Background: an optimization exercise with open tools, aiming at small area. Do not read the settings as production practice.
Function was checked by simulation only, so behaviour that the tests miss may differ from the original.

rev 12:
// mm_top
module mm_top (
    input  logic         clk_buf,
    input  logic         sys_reset,
    input  logic         cmd_valid,
    input  logic [(4 * 8)-1:0] cmd_word,
    output logic         cmd_credit,
    output logic         res_valid,
    output mm_data_pkg::mm_acc_t      res_data,
    input  logic         res_credit,
    output logic         busy,
    output logic         done
);
    logic [3:0]  slot0, slot1;
    logic        wr_ptr, rd_ptr;
    logic [1:0]  fill;
    logic        wexp;           
    logic        expect_data;    
    logic [31:0] dreg;
    logic        row_sel_b;
    logic [1:0]  row_idx;
    logic [3:0]  head;
    logic        pop;
    assign head       = rd_ptr ? slot1 : slot0;
    assign pop        = (fill != 2'd0) && !busy;
    assign cmd_credit = pop;
    always_ff @(posedge clk_buf) begin
        if (cmd_valid) begin
            if (wr_ptr) slot1 <= cmd_word[3:0];
            else        slot0 <= cmd_word[3:0];
        end
        if (cmd_valid && wexp) begin
            dreg <= cmd_word;
        end
    end
    always_ff @(posedge clk_buf or posedge sys_reset) begin
        if (sys_reset) begin
            wr_ptr      <= 1'b0;
            rd_ptr      <= 1'b0;
            fill        <= 2'd0;
            wexp        <= 1'b0;
            expect_data <= 1'b0;
            row_sel_b   <= 1'b0;
  ...
Size: ~1700 cells after synthesis, about 72 I/O pins.
Settings: LEC_CHECK=0, ABC_AREA=1, CAP_MARGIN=10, CORE_MARGIN=2, CORE_UTILIZATION=70, CTS_BUF_LIST=sky130_fd_sc_hd__clkbuf_4 sky130_fd_sc_hd__clkbuf_8, SLEW_MARGIN=10, SYNTH_HIERARCHICAL=1, SYNTH_MINIMUM_KEEP_SIZE=0; clock period 11.0 ns.
run.sh (not shown) runs the stock make flow with config.mk's settings and CLKGATE_MAP_FILE= SYNTH_SCRIPT=/design/flow/synth_recipe.tcl, a recipe that flattens the netlist after the stock synthesis.
Rev 12 finished end to end and its layout was clean on timing, DRC and antenna.
The inputs of rev 13 differ from those of rev 12 as listed below.
diff --git a/flow/design.v b/flow/design.v
--- a/flow/design.v
+++ b/flow/design.v
@@ -16,49 +16,36 @@
             logic [1:0]           row;
             mm_opcode_e           opcode;
         } ctrl;
         logic [(4 * 8)-1:0] elems;
     } mm_cmd_word_u;
 endpackage
 `timescale 1ns/1ns
 module mm_dot4 (
     input  logic [127:0] a_rows,    
     input  logic [127:0] b_rows,    
     input  logic [3:0]   a_ok,      
+    input  logic [3:0]   b_ok,
     input  logic [1:0]   ri,        
-    input  logic         a_ph,      
-    input  logic [3:0]   b_ok,      
     input  logic [1:0]   cj,        
     output logic [17:0] y
 );
     logic [7:0] a0, a1, a2, a3, b0, b1, b2, b3;
     logic [7:0] a_k [4];
     logic [7:0] b_k [4];
-    logic [3:0] a_sel;       
-    always_comb begin
-        for (int p = 0; p < 4; p++) begin
-            a_sel[p] = 1'b0;
-            for (int i = 0; i < 4; i++) begin
-                if (ri == 2'(i) && a_ok[i] && (i % 2) == (p % 2) &&
-                    (((i / 2) == 1) == a_ph) == (p < 2)) begin
-                    a_sel[p] = 1'b1;
-                end
-            end
-        end
-    end
     always_comb begin
         for (int k = 0; k < 4; k++) begin
             a_k[k] = '0;
             b_k[k] = '0;
             for (int i = 0; i < 4; i++) begin
-                if (a_sel[i] && b_ok[k])             a_k[k] = a_rows[i*32 + k*8 +: 8];
+                if (ri == 2'(i) && a_ok[i] && b_ok[k]) a_k[k] = a_rows[i*32 + k*8 +: 8];
                 if (cj == 2'(i))                       b_k[k] = b_rows[k*32 + i*8 +: 8];
             end
         end
     end
     assign a0 = a_k[0]; assign a1 = a_k[1]; assign a2 = a_k[2]; assign a3 = a_k[3];
     assign b0 = b_k[0]; assign b1 = b_k[1]; assign b2 = b_k[2]; assign b3 = b_k[3];
     logic p1;
     logic p2;
     logic p3;
     logic p4;
     logic p5;
@@ -1409,52 +1396,38 @@
                 if (expect_data) begin
                     expect_data <= 1'b0;
                 end else if (head[1:0] == mm_cmd_pkg::OP_LOAD_A ||
                              head[1:0] == mm_cmd_pkg::OP_LOAD_B) begin
                     expect_data <= 1'b1;
                     row_sel_b   <= head[1];
                     row_idx     <= head[3:2];
                 end
             end
         end
     end
-    logic [31:0] a_p0 [2];
-    logic [31:0] a_p1 [2];
+    logic [31:0] a_buf [4];
     logic [31:0] b_buf [4];
     logic [3:0]  a_ok, b_ok;
-    logic        a_ph;
-    logic        a_pend;
     logic        row_we;
-    logic        a_we_now;
-    logic        a_wr;
-    assign row_we   = pop && expect_data;
-    assign a_we_now = row_we && !row_sel_b;
-    assign a_wr     = (a_we_now && (row_idx[1] != a_ph)) || a_pend;
+    assign row_we = pop && expect_data;
     always_ff @(posedge clk_buf) begin
-        for (int g = 0; g < 2; g++) begin
-            a_p1[g] <= a_p0[g];
-            a_p0[g] <= (a_wr && row_idx[0] == 1'(g)) ? dreg : a_p1[g];
-        end
         for (int r = 0; r < 4; r++) begin
-            if (row_we && row_sel_b && row_idx == 2'(r)) b_buf[r] <= dreg;
+            if (row_we && !row_sel_b && row_idx == 2'(r)) a_buf[r] <= dreg;
+            if (row_we &&  row_sel_b && row_idx == 2'(r)) b_buf[r] <= dreg;
         end
     end
     always_ff @(posedge clk_buf or posedge sys_reset) begin
         if (sys_reset) begin
-            a_ph   <= 1'b0;
-            a_pend <= 1'b0;
-            a_ok   <= 4'd0;
-            b_ok   <= 4'd0;
+            a_ok <= 4'd0;
+            b_ok <= 4'd0;
         end else begin
-            a_ph   <= !a_ph;
-            a_pend <= a_we_now && (row_idx[1] == a_ph);
             for (int r = 0; r < 4; r++) begin
                 if (row_we && !row_sel_b && row_idx == 2'(r)) a_ok[r] <= 1'b1;
                 if (row_we &&  row_sel_b && row_idx == 2'(r)) b_ok[r] <= 1'b1;
             end
         end
     end
     logic [3:0] cnt;
     logic       draining;
     logic [2:0] credits;
     logic       send;
     logic       advance;
@@ -1489,26 +1462,25 @@
                 done <= 1'b0;
             end
             case ({send, res_credit})
                 2'b10:   credits <= credits - 1'b1;
                 2'b01:   credits <= credits + 1'b1;
                 default: ;
             endcase
         end
     end
     logic [17:0] sum;
     mm_dot4 u_dot (
-        .a_rows ({a_p1[1], a_p1[0], a_p0[1], a_p0[0]}),
+        .a_rows ({a_buf[3], a_buf[2], a_buf[1], a_buf[0]}),
         .b_rows ({b_buf[3], b_buf[2], b_buf[1], b_buf[0]}),
         .a_ok   (a_ok),
-        .ri     (cnt[3:2]),
-        .a_ph   (a_ph),
         .b_ok   (b_ok),
+        .ri     (cnt[3:2]),
         .cj     (cnt[1:0]),
         .y      (sum)
     );
     logic [17:0] res_q;
     always_ff @(posedge clk_buf) begin
         res_q <= sum;
     end
     assign res_data = {{14{res_q[17]}}, res_q};
 endmodule
==> run summary <==
Compared with rev 12, rev 13 shows a final hold slack that is 0.15 ns higher. Rev 12 → rev 13: cell area after placement has increased, placed cell count has decreased, highest net fanout along the worst path has decreased, routed wire length has decreased. Rev 13 does worse than rev 12 on clock tree skew after final layout. Summary of the comparison: peak clock frequency supported by timing is higher in rev 13, relative to rev 12. Rev 13 vs. rev 12: clock period minus final worst setup slack went down by 0.40 ns. Rev 13 vs rev 12: growth of design area from synthesis to finish up. Having completed the whole flow, rev 13 delivered a layout that passed the timing, DRC and antenna checks.

==> static timing again, ports no longer ideal <==
How much do the figures lean on ideal ports? The routed layouts below were timed once more, with nothing changed but the port constraints. Step 1 assumes that a clkbuf_16 drives the clock port and a buf_2 every other input. Step 2 also shifts input and output timing later by t, the mid clock arrival at the registers, as if the neighbouring blocks saw the same clock. Slacks: no drivers / after step 1 / after step 2; pairs: no drivers / after step 1.
run	shift t [ns]	setup slack, ns	hold WS [ns]
rev 12	0.648	0.740 / 0.740 / 0.740	0.341 / 0.341 / 0.341
rev 13	0.657	1.139 / 1.139 / 1.139	0.493 / 0.493 / 0.493
After both steps setup and hold are still met in every run listed.
